This is an optimization exercise on Yosys and OpenROAD, whose aim is small area, a short achievable clock period and few clock cycles per item, not a production implementation. In this exercise RTL edits were held to simulation tests only and were not proved equivalent to the original. Power and IR drop assume default switching activity.

## design/flow/config.mk

```make
export PLATFORM = sky130hd
export DESIGN_NAME = range_cone_point_generator
export DESIGN_NICKNAME = range_cone_point_generator
export VERILOG_FILES = /design/flow/design.v
export SDC_FILE = /design/flow/constraint.sdc
export NUM_CORES = 4
export LEC_CHECK = 0
export CAP_MARGIN = 20
export CORE_MARGIN = 2
export CORE_UTILIZATION = 30
export SLEW_MARGIN = 20
```

## design/flow/constraint.sdc

```tcl
create_clock -name core_clock -period 13.0 [get_ports {clk}]
set_input_delay 2.6000 -clock core_clock [delete_from_list [all_inputs] [get_ports {clk}]]
set_output_delay 2.6000 -clock core_clock [all_outputs]
set_load 0.01 [all_outputs]
```

## design/flow/design.v

```verilog
`timescale 1ns / 1ps
`default_nettype none
package rcpg_pkg;
  localparam int MAX_ANGULAR_DEF = 8;
  localparam int MAX_AXIAL_DEF   = 8;
  localparam int CFG_AW = 4;
  localparam int DATA_W = 32;
  localparam logic [1:0] REG_ANGULAR = 2'd0;
  localparam logic [1:0] REG_AXIAL   = 2'd1;
  localparam logic [1:0] REG_LIMIT   = 2'd2;
  localparam logic [3:0]  ANGULAR_RESET = 4'd4;
  localparam logic [3:0]  AXIAL_RESET   = 4'd3;
  localparam logic [15:0] LIMIT_RESET   = 16'hFFFF;
  localparam int DIV_W   = 21;
  localparam int DEN_W   = 5;
  localparam int DCNT_W  = 5;
  localparam int MUL_W   = 33;
  localparam int PROD_W  = 66;
  localparam int ACC_W   = 36;
  localparam int TRIG_W  = 17;
  localparam int COORD_W = 17;
  localparam logic [63:0] ONE_Q32     = 64'd4294967296;
  localparam logic [18:0] TURN_TO_Q32 = 19'd411775;
  localparam logic [14:0] QUARTER     = 15'd16384;
  localparam logic [13:0] EIGHTH      = 14'd8192;
  localparam int         NUM_TERMS = 6;
  localparam logic [2:0] LAST_TERM = 3'(NUM_TERMS - 1);
  localparam logic [31:0] RECIP_6     = 32'(ONE_Q32 / 6);
  localparam logic [31:0] RECIP_120   = 32'(ONE_Q32 / 120);
  localparam logic [31:0] RECIP_5040  = 32'(ONE_Q32 / 5040);
  localparam logic [31:0] RECIP_24    = 32'(ONE_Q32 / 24);
  localparam logic [31:0] RECIP_720   = 32'(ONE_Q32 / 720);
  localparam logic [31:0] RECIP_40320 = 32'(ONE_Q32 / 40320);
endpackage
`default_nettype wire
`timescale 1ns / 1ps
`default_nettype none
import rcpg_pkg::*;
module range_cone_point_generator #(
  parameter int MAX_ANGULAR = MAX_ANGULAR_DEF,
  parameter int MAX_AXIAL   = MAX_AXIAL_DEF
) (
  input  wire logic                      clk,
  input  wire logic                      rst,
  input  wire logic                      psel,
  input  wire logic                      penable,
  input  wire logic                      pwrite,
  input  wire logic [CFG_AW-1:0]         paddr,
  input  wire logic [DATA_W-1:0]         pwdata,
  output logic      [DATA_W-1:0]         prdata,
  output logic                           pready,
  input  wire logic                      in_valid,
  output logic                           in_stall,
  input  wire logic [15:0]               distance,
  input  wire logic [15:0]               lower_bound,
  input  wire logic [15:0]               upper_bound,
  input  wire logic [15:0]               cone_width,
  output logic                           out_valid,
  input  wire logic                      out_stall,
  output logic signed [COORD_W-1:0]      point_x,
  output logic signed [COORD_W-1:0]      point_y,
  output logic signed [COORD_W-1:0]      point_z,
  output logic                           last_point
);
  localparam int AN_W = $clog2(MAX_ANGULAR + 1);
  localparam int AX_W = $clog2(MAX_AXIAL + 1);
  function automatic logic [31:0] term_recip(input logic [2:0] k);
    logic [31:0] m;
    case (k)
      3'd0:    m = RECIP_6;
      3'd1:    m = RECIP_120;
      3'd2:    m = RECIP_5040;
      3'd3:    m = RECIP_24;
      3'd4:    m = RECIP_720;
      3'd5:    m = RECIP_40320;
      default: m = RECIP_40320;
    endcase
    term_recip = m;
  endfunction
  function automatic logic [15:0] term_div(input logic [2:0] k);
    logic [15:0] d;
    case (k)
      3'd0:    d = 16'd6;
      3'd1:    d = 16'd120;
      3'd2:    d = 16'd5040;
      3'd3:    d = 16'd24;
      3'd4:    d = 16'd720;
      3'd5:    d = 16'd40320;
      default: d = 16'd40320;
    endcase
    term_div = d;
  endfunction
  function automatic logic term_sub(input logic [2:0] k);
    term_sub = (k == 3'd0) || (k == 3'd2) || (k == 3'd4);
  endfunction
  function automatic logic term_cos(input logic [2:0] k);
    term_cos = (k == 3'd3) || (k == 3'd4) || (k == 3'd5);
  endfunction
  logic [3:0]  angular_count;
  logic [3:0]  axial_count;
  logic [15:0] range_limit;
  logic [1:0]  reg_idx;
  logic        cfg_wr;
  assign pready  = 1'b1;
  assign reg_idx = paddr[CFG_AW-1:2];
  assign cfg_wr  = psel && penable && pwrite;
  always_ff @(posedge clk) begin
    if (rst) begin
      angular_count <= ANGULAR_RESET;
      axial_count   <= AXIAL_RESET;
      range_limit   <= LIMIT_RESET;
    end else if (cfg_wr) begin
      case (reg_idx)
        REG_ANGULAR: angular_count <= pwdata[3:0];
        REG_AXIAL:   axial_count   <= pwdata[3:0];
        REG_LIMIT:   range_limit   <= pwdata[15:0];
        default: ;
      endcase
    end
  end
  always_comb begin
    case (reg_idx)
      REG_ANGULAR: prdata = DATA_W'(angular_count);
      REG_AXIAL:   prdata = DATA_W'(axial_count);
      REG_LIMIT:   prdata = DATA_W'(range_limit);
      default:     prdata = '0;
    endcase
  end
  logic [3:0] na_clamp;
  logic [3:0] nx_clamp;
  always_comb begin
    if (angular_count == 4'd0) begin
      na_clamp = 4'd1;
    end else if (angular_count > 4'(MAX_ANGULAR)) begin
      na_clamp = 4'(MAX_ANGULAR);
    end else begin
      na_clamp = angular_count;
    end
    if (axial_count == 4'd0) begin
      nx_clamp = 4'd1;
    end else if (axial_count > 4'(MAX_AXIAL)) begin
      nx_clamp = 4'(MAX_AXIAL);
    end else begin
      nx_clamp = axial_count;
    end
  end
  typedef enum logic [4:0] {
    S_IDLE,
    S_AX_START,
    S_AN_START,
    S_DIV,
    S_DIV_END,
    S_SC_X,
    S_SC_P2,
    S_SC_P3,
    S_SC_P4,
    S_SC_P5,
    S_SC_P6,
    S_SC_P7,
    S_SC_P8,
    S_SC_P9,
    S_DV_Q,
    S_DV_R,
    S_DV_C,
    S_SC_END,
    S_PT_X,
    S_PT_T,
    S_PT_Y,
    S_PT_Z,
    S_PT_DONE,
    S_EMIT
  } state_t;
  state_t state;
  state_t state_next;
  logic in_acc;
  logic reject;
  assign in_acc = in_valid && !in_stall;
  assign reject = (distance < lower_bound) || (distance > upper_bound) ||
                  (distance > range_limit);
  logic [15:0]     r;
  logic [15:0]     fov;
  logic [AN_W-1:0] na_m1;
  logic [AX_W-1:0] nx_m1;
  logic [AN_W-1:0] j;
  logic [AX_W-1:0] i;
  logic            phase_ax;
  logic [DIV_W-1:0]  div_num;
  logic [DEN_W-1:0]  div_den;
  logic [DEN_W-1:0]  div_rem;
  logic [DCNT_W-1:0] div_cnt;
  logic              ang_neg;
  logic [DEN_W:0]    div_trial;
  logic              div_ge;
  assign div_trial = {div_rem, div_num[DIV_W-1]};
  assign div_ge    = div_trial >= {1'b0, div_den};
  logic [DIV_W-1:0] ax_num;
  logic [DEN_W-1:0] ax_den;
  logic [DIV_W-1:0] an_num;
  logic [DEN_W-1:0] an_den;
  logic             an_neg;
  logic             an_skip;
  logic [19:0]      fov_k;
  always_comb begin
    int k_int;
    logic [3:0] k_mag;
    k_int   = 2 * int'(j) - int'(na_m1);
    an_neg  = k_int < 0;
    k_mag   = 4'(an_neg ? -k_int : k_int);
    fov_k   = 20'(fov) * 20'(k_mag);
    an_num  = DIV_W'({fov_k, 1'b0}) + (DIV_W'(na_m1) << 1);
    an_den  = DEN_W'(DEN_W'(na_m1) << 2);
    ax_num  = (DIV_W'(i) << 16) + DIV_W'(nx_m1) + DIV_W'(1);
    ax_den  = DEN_W'((DEN_W'(nx_m1) + DEN_W'(1)) << 1);
    an_skip = !na_m1[0] && (j == (na_m1 >> 1)) && (i != '0);
  end
  logic [15:0]       ang;
  logic [13:0]       ang_low;
  logic              swap;
  logic [14:0]       t;
  logic [PROD_W-1:0] prod;
  logic [MUL_W-1:0]  mul_a;
  logic [MUL_W-1:0]  mul_b;
  logic [31:0]       xr, x2, x3, x4, x5, x6, x7, x8;
  logic [31:0]       q0;
  logic [2:0]        term;
  logic [31:0]       term_n;
  logic [32:0]       term_rem;
  logic [32:0]       term_q;
  logic signed [ACC_W-1:0] term_ext;
  logic signed [ACC_W-1:0] sin_acc;
  logic signed [ACC_W-1:0] cos_acc;
  assign ang_low = ang[13:0];
  assign swap    = ang_low > EIGHTH;
  assign t       = swap ? (QUARTER - {1'b0, ang_low}) : {1'b0, ang_low};
  always_comb begin
    case (term)
      3'd0:    term_n = x3;
      3'd1:    term_n = x5;
      3'd2:    term_n = x7;
      3'd3:    term_n = x4;
      3'd4:    term_n = x6;
      3'd5:    term_n = x8;
      default: term_n = '0;
    endcase
  end
  assign term_rem = {1'b0, term_n} - prod[32:0];
  assign term_q   = {1'b0, q0} + ((term_rem >= 33'(term_div(term))) ? 33'd1 : 33'd0);
  assign term_ext = $signed({3'b000, term_q});
  logic [ACC_W-1:0]  sin_sum;
  logic [ACC_W-1:0]  cos_sum;
  logic [TRIG_W-1:0] sin_poly;
  logic [TRIG_W-1:0] cos_poly;
  logic [TRIG_W-1:0] ps, pc;
  logic [TRIG_W-1:0] s_mag, c_mag;
  logic              s_neg, c_neg;
  always_comb begin
    sin_sum  = (sin_acc < 0) ? ACC_W'(32768) : ACC_W'(sin_acc) + ACC_W'(32768);
    cos_sum  = (cos_acc < 0) ? ACC_W'(32768) : ACC_W'(cos_acc) + ACC_W'(32768);
    sin_poly = sin_sum[32:16];
    cos_poly = cos_sum[32:16];
    ps       = swap ? cos_poly : sin_poly;
    pc       = swap ? sin_poly : cos_poly;
    case (ang[15:14])
      2'd0: begin
        s_mag = ps; s_neg = 1'b0; c_mag = pc; c_neg = 1'b0;
      end
      2'd1: begin
        s_mag = pc; s_neg = 1'b0; c_mag = ps; c_neg = 1'b1;
      end
      2'd2: begin
        s_mag = ps; s_neg = 1'b1; c_mag = pc; c_neg = 1'b1;
      end
      default: begin
        s_mag = pc; s_neg = 1'b1; c_mag = ps; c_neg = 1'b0;
      end
    endcase
  end
  logic [TRIG_W-1:0]  sa_mag, ca_mag, sb_mag, cb_mag;
  logic               sa_neg, ca_neg, sb_neg, cb_neg;
  logic [32:0]        rs;
  logic [COORD_W-1:0] xm, ym;
  logic [PROD_W-1:0]  rnd16;
  logic [PROD_W-1:0]  rnd32;
  assign rnd16 = prod + PROD_W'(32768);
  assign rnd32 = prod + PROD_W'(32'h8000_0000);
  always_ff @(posedge clk) begin
    prod <= mul_a * mul_b;
  end
  always_ff @(posedge clk) begin
    if (rst) begin
      state <= S_IDLE;
    end else begin
      state <= state_next;
    end
  end
  always_comb begin
    state_next = state;
    mul_a      = '0;
    mul_b      = '0;
    in_stall   = state != S_IDLE;
    out_valid  = state == S_EMIT;
    case (state)
      S_IDLE: begin
        if (in_acc && !reject) begin
          state_next = (na_clamp == 4'd1) ? S_EMIT : S_AX_START;
        end
      end
      S_AX_START: state_next = S_DIV;
      S_AN_START: begin
        if (!an_skip) begin
          state_next = S_DIV;
        end
      end
      S_DIV: begin
        if (div_cnt == '0) begin
          state_next = S_DIV_END;
        end
      end
      S_DIV_END: state_next = S_SC_X;
      S_SC_X: begin
        mul_a      = MUL_W'(t);
        mul_b      = MUL_W'(TURN_TO_Q32);
        state_next = S_SC_P2;
      end
      S_SC_P2: begin
        mul_a      = MUL_W'(prod[31:0]);
        mul_b      = MUL_W'(prod[31:0]);
        state_next = S_SC_P3;
      end
      S_SC_P3: begin
        mul_a      = MUL_W'(prod[63:32]);
        mul_b      = MUL_W'(xr);
        state_next = S_SC_P4;
      end
      S_SC_P4: begin
        mul_a      = MUL_W'(x2);
        mul_b      = MUL_W'(x2);
        state_next = S_SC_P5;
      end
      S_SC_P5: begin
        mul_a      = MUL_W'(x3);
        mul_b      = MUL_W'(x2);
        state_next = S_SC_P6;
      end
      S_SC_P6: begin
        mul_a      = MUL_W'(x4);
        mul_b      = MUL_W'(x2);
        state_next = S_SC_P7;
      end
      S_SC_P7: begin
        mul_a      = MUL_W'(x5);
        mul_b      = MUL_W'(x2);
        state_next = S_SC_P8;
      end
      S_SC_P8: begin
        mul_a      = MUL_W'(x4);
        mul_b      = MUL_W'(x4);
        state_next = S_SC_P9;
      end
      S_SC_P9: state_next = S_DV_Q;
      S_DV_Q: begin
        mul_a      = MUL_W'(term_n);
        mul_b      = MUL_W'(term_recip(term));
        state_next = S_DV_R;
      end
      S_DV_R: begin
        mul_a      = MUL_W'(prod[63:32]);
        mul_b      = MUL_W'(term_div(term));
        state_next = S_DV_C;
      end
      S_DV_C: state_next = (term == LAST_TERM) ? S_SC_END : S_DV_Q;
      S_SC_END: state_next = phase_ax ? S_AN_START : S_PT_X;
      S_PT_X: begin
        mul_a      = MUL_W'(r);
        mul_b      = MUL_W'(ca_mag);
        state_next = S_PT_T;
      end
      S_PT_T: begin
        mul_a      = MUL_W'(r);
        mul_b      = MUL_W'(sa_mag);
        state_next = S_PT_Y;
      end
      S_PT_Y: begin
        mul_a      = prod[32:0];
        mul_b      = MUL_W'(cb_mag);
        state_next = S_PT_Z;
      end
      S_PT_Z: begin
        mul_a      = rs;
        mul_b      = MUL_W'(sb_mag);
        state_next = S_PT_DONE;
      end
      S_PT_DONE: state_next = S_EMIT;
      S_EMIT: begin
        if (!out_stall) begin
          if (last_point) begin
            state_next = S_IDLE;
          end else if (j == na_m1) begin
            state_next = S_AX_START;
          end else begin
            state_next = S_AN_START;
          end
        end
      end
      default: state_next = S_IDLE;
    endcase
  end
  always_ff @(posedge clk) begin
    case (state)
      S_IDLE: begin
        r     <= distance;
        fov   <= cone_width;
        na_m1 <= AN_W'(na_clamp - 4'd1);
        nx_m1 <= AX_W'(nx_clamp - 4'd1);
        i     <= '0;
        j     <= '0;
        point_x    <= $signed({1'b0, distance});
        point_y    <= '0;
        point_z    <= '0;
        last_point <= 1'b1;
      end
      S_AX_START: begin
        div_num  <= ax_num;
        div_den  <= ax_den;
        div_rem  <= '0;
        div_cnt  <= DCNT_W'(DIV_W - 1);
        ang_neg  <= 1'b0;
        phase_ax <= 1'b1;
      end
      S_AN_START: begin
        if (an_skip) begin
          j <= j + AN_W'(1);
        end
        div_num  <= an_num;
        div_den  <= an_den;
        div_rem  <= '0;
        div_cnt  <= DCNT_W'(DIV_W - 1);
        ang_neg  <= an_neg;
        phase_ax <= 1'b0;
      end
      S_DIV: begin
        div_rem <= div_ge ? DEN_W'(div_trial - {1'b0, div_den}) : DEN_W'(div_trial);
        div_num <= {div_num[DIV_W-2:0], div_ge};
        div_cnt <= div_cnt - DCNT_W'(1);
      end
      S_DIV_END: begin
        ang <= ang_neg ? (16'd0 - div_num[15:0]) : div_num[15:0];
      end
      S_SC_P2: xr <= prod[31:0];
      S_SC_P3: x2 <= prod[63:32];
      S_SC_P4: x3 <= prod[63:32];
      S_SC_P5: x4 <= prod[63:32];
      S_SC_P6: x5 <= prod[63:32];
      S_SC_P7: x6 <= prod[63:32];
      S_SC_P8: x7 <= prod[63:32];
      S_SC_P9: begin
        x8      <= prod[63:32];
        sin_acc <= $signed(ACC_W'(xr));
        cos_acc <= $signed(ACC_W'(ONE_Q32)) - $signed(ACC_W'(x2 >> 1));
        term    <= '0;
      end
      S_DV_R: q0 <= prod[63:32];
      S_DV_C: begin
        if (term_cos(term)) begin
          cos_acc <= term_sub(term) ? cos_acc - term_ext : cos_acc + term_ext;
        end else begin
          sin_acc <= term_sub(term) ? sin_acc - term_ext : sin_acc + term_ext;
        end
        term <= term + 3'd1;
      end
      S_SC_END: begin
        if (phase_ax) begin
          sb_mag <= s_mag;
          sb_neg <= s_neg;
          cb_mag <= c_mag;
          cb_neg <= c_neg;
        end else begin
          sa_mag <= s_mag;
          sa_neg <= s_neg;
          ca_mag <= c_mag;
          ca_neg <= c_neg;
        end
      end
      S_PT_T: xm <= rnd16[32:16];
      S_PT_Y: rs <= prod[32:0];
      S_PT_Z: ym <= rnd32[48:32];
      S_PT_DONE: begin
        point_x    <= ca_neg ? $signed(COORD_W'(0) - xm) : $signed(xm);
        point_y    <= (sa_neg ^ cb_neg) ? $signed(COORD_W'(0) - ym) : $signed(ym);
        point_z    <= (sa_neg ^ sb_neg) ? $signed(COORD_W'(0) - rnd32[48:32])
                                        : $signed(rnd32[48:32]);
        last_point <= (i == nx_m1) && (j == na_m1);
      end
      S_EMIT: begin
        if (!out_stall && !last_point) begin
          if (j == na_m1) begin
            j <= '0;
            i <= i + AX_W'(1);
          end else begin
            j <= j + AN_W'(1);
          end
        end
      end
      default: ;
    endcase
  end
endmodule
`default_nettype wire
```

## design/flow/run.sh

```bash
#!/bin/bash
# synth_recipe.tcl (not shown) runs the flow's synth.tcl, then flattens the netlist and writes it again
# the make line also repeats each setting of config.mk as NAME=value (left out here)
make -C /OpenROAD-flow-scripts/flow DESIGN_CONFIG=/design/flow/config.mk WORK_HOME=/design/flow/orfs CLKGATE_MAP_FILE= SYNTH_SCRIPT=/design/flow/synth_recipe.tcl finish
```

==> notes.md <==
-- registers in the layout (all words and copies together) (netlist names), 21 cells and up --
signal / flops
cos_acc: 36
div_num: 21
prod: 64
q0: 32
rs: 33
sin_acc: 36
x2: 32
x3: 32
x4: 32
x5: 32
x6: 32
x7: 32
x8: 32
xr: 32
-- cells by family after synthesis --
logic type | count (synthesis) | synth area share (%)
compound gates | 1193 | 10.6
flops | 748 | 28.2
mux | 85 | 1.21
other cells | 2 | 0.00982
buf+inv | 1716 | 8.54
xor+xnor | 414 | 4.75
simple gates | 2392 | 13.9
fa+ha+maj | 1430 | 32.8
-- final timing paths --
check | from | end | slack [ns] | cells past startpoint
max | ang[0]$_DFFE_PP_ | prod[62]$_DFF_P_ | 0.62 | 42
min | axial_count[0]$_SDFFE_PP1P_ | axial_count[0]$_SDFFE_PP1P_ | 0.51 | 1
max reg2reg | ang[0]$_DFFE_PP_ | prod[62]$_DFF_P_ | 0.62 | 42
min reg2reg | axial_count[0]$_SDFFE_PP1P_ | axial_count[0]$_SDFFE_PP1P_ | 0.51 | 1
-- final cells by class --
| type | instances | area (um2) |
|---|---|---|
| repair buffers | 434 | 3730 |
| clock inverters | 46 | 609 |
| diodes | 6 | 15.0 |
| fillers | 25800 | 167000 |
| flip-flops and latches | 748 | 21500 |
| well taps | 3366 | 4210 |
| clock buffers | 106 | 2220 |
| multi-input cells | 5547 | 48900 |
| inverters | 1332 | 5000 |
-- repair_timing --
item | CTS | global route
endpoints found under the setup margin | 0 | 23
resized for setup | 0 | 14
buffers inserted | 0 | 2
-- power groups by stage --
| stage | Clock, mW | Combinational, mW | Sequential [mW] |
|---|---|---|---|
| floorplan | 0 | 7.92 | 3.59 |
| global placement | 0 | 11.4 | 3.82 |
| detailed placement | 0 | 11.6 | 3.83 |
| CTS | 2.51 | 11.6 | 3.78 |
| global route | 2.60 | 12.9 | 3.83 |
| finish | 2.49 | 11.7 | 3.80 |
-- placed cells by master (no fill, tap or decap), types with 93 or more instances in the layout --
cell             synthesis  layout
xnor2_1                272     271
edfxtp_1               655     655
nand3_1                140     137
o21ai_0                238     234
and2_1                 112     111
inv_1                 1328    1327
dfxtp_1                 93      93
a22oi_1                 98      98
ha_1                   462     462
clkdlybuf4s50_1          0     157
xor2_1                 141     140
a21o_1                  98      98
nor2_1                 391     377
buf_4                   21     269
fa_1                   959     959
a21oi_1                275     272
nand2_1               1295    1294
-- layer usage --
| metal | vias to the layer above | part of all wire, % |
|---|---|---|
| met1 | 30300 | 40 |
| li1 | 26500 | - |
| met3 | 511 | 9.6 |
| met2 | 2697 | 46 |
| met4 | 8 | 4.7 |
| met5 | - | 0.021 |
-- worst reg2reg max path: cells and delay by family (launching register included) --
family,cells,cell delay (ns)
compound gates,14,3.65
flops,1,0.39
fa+ha+maj,10,4.51
simple gates,9,2.57
xor+xnor,1,0.15
buf+inv,8,1.05
-- metrics by stage --
stage / instances / setup WS, ns
floorplan: 8011 / 1.86
global placement: 11400 / 0.588
detailed placement: 11400 / 0.542
CTS: 11600 / 0.436
global route: 11600 / 0.00314
finish: 11600 / 0.623
==> notes.md <==
status timing/DRC/antenna clean; DR vias 60.0k; worst-path fanout max 10; Num CTS Buffers 83; relative slew slack 27.6%; Worst Hold Class flop to flop; DIE AREA 259,000 um2; Seq pwr share 21.2%; post-synth top area share 25.7%; Tmin final 12.38 ns; DR iter-0 viols 6,295; clock share of power 13.9%; cell internal pwr 9.08 mW; dominant cell type by area after synthesis edfxtp_1; clk buf depth 3; Initial Util 30.1%; Seq/Total Area, Yosys 28.2%; GRT Overall Usage 19.6%; first-pass GRT wire length 385 mm; H-tree depth 3; Synth Instances 7,980; # rows 185; largest net degree at the start of global routing a little under 70; drt wl/cell 22.1 um; layer with the highest usage met2; Clk pin slew, worst setup/hold paths 0.06 ns; LEAKAGE 36.2 nW; kind of critical path flop to flop; GRT Residual Overflow 0; max incr delay on CP ~0.69 ns; Core Area between 200,000 and 300,000 um2; CP arrival 12.98 ns; worst skew pair latency 0.71 ns; Synth top cells by count 1,328 x inv_1, 1,295 x nand2_1, 959 x fa_1; final hold viol count 0; Clock Root Buffer clkbuf_16; Yosys reg bits between 700 and 800; Setup TNS Final 0 ns; most frequent CP cell fa_1; DIE HEIGHT 509 um; max cap viols 0; Bufs and invs on worst path 8; CP startpoint kind flop; vias in the first global route 61.6k; share of cells above drive strength 1 6.83%; maximum vdd drop between 0.4 and 0.5 mV; synthesized area per cell about 9.6 um2; RSZ-0062 raised after global routing no; worst endpoint required time 13.61 ns; GR Util met1 between 20% and 30%; Routed Antenna Nets 0; Slew @ Worst Pin 1.09 ns; GRT met3 Usage 4.35%; Area Growth Syn to Fin 12.8%; initial antenna violation count 12; drt drc 0; Power Dens Cells 208 nW/um2; number of synthesized flops with an enable pin 655; first drt pass iteration count 11; ys flop type edfxtp_1; Psw ~8.9 mW; placed inst area 83,300 um2; cts hold-fix bufs 0; Sink Count 748; WL final 256 mm; gpl congestion 0.972; final setup fails 0; Slew Limit Fails 0; FFs w/ async S/R, synth 0%; Worst Clk Skew 0.0435 ns; largest cells by area after synthesis edfxtp_1 26%, fa_1 25%, ha_1 7.6%; design area 86,300 um2; critical path's slowest cell nand4_1; HPWL Detailed 206 mm; most frequent cell after synthesis inv_1; final period utilization 95.2%; maximum clock rate 80.8 MHz; CTS tree yes; Logic pwr share 65.0%; crit end category flop; Pwr Total 18.0 mW; Hold Slack 0.511 ns; Ys Warns 1; Vias/cell 5.18; grt met2 use 31.6%; Die Width 509 um; unique cell type count in the Yosys netlist 95; Final Net Count 9,674; Final Util 34.0%; Cell Area, Synth 76,500 um2; I/O pin count 194; IO buf count 158; Switching Fraction 49.5%; Largest delay share family, worst path adder cells
Testbench counts, summed over its fixed seeds: cycles 457,109, points 6,594.

[afterwards: timing with drivers on the ports]
The results above use ideal ports. As a check the final layout listed here was re-extracted and re-timed, cells and wires unchanged. Step 1: set_driving_cell puts a clkbuf_16 on clk and a buf_2 on each other input, an assumption about the parent block. Step 2 times the ports against the registers' clock, not the clock port: input delays grow and output delays shrink by t, the midpoint of the rising clock arrivals with the driver on. Slacks: ideal ports / drivers / drivers and shift; pairs: ideal ports / drivers.
shift t [ns]: 0.758
setup slack, ns: 0.623 / 0.623 / 0.623
clock arrival spread, ns: 0.047 / 0.047
After both steps setup and hold are still met in this run. For this run, drivers alone change the setup slack by 0.000 ns; drivers and shift together by 0.000 ns.
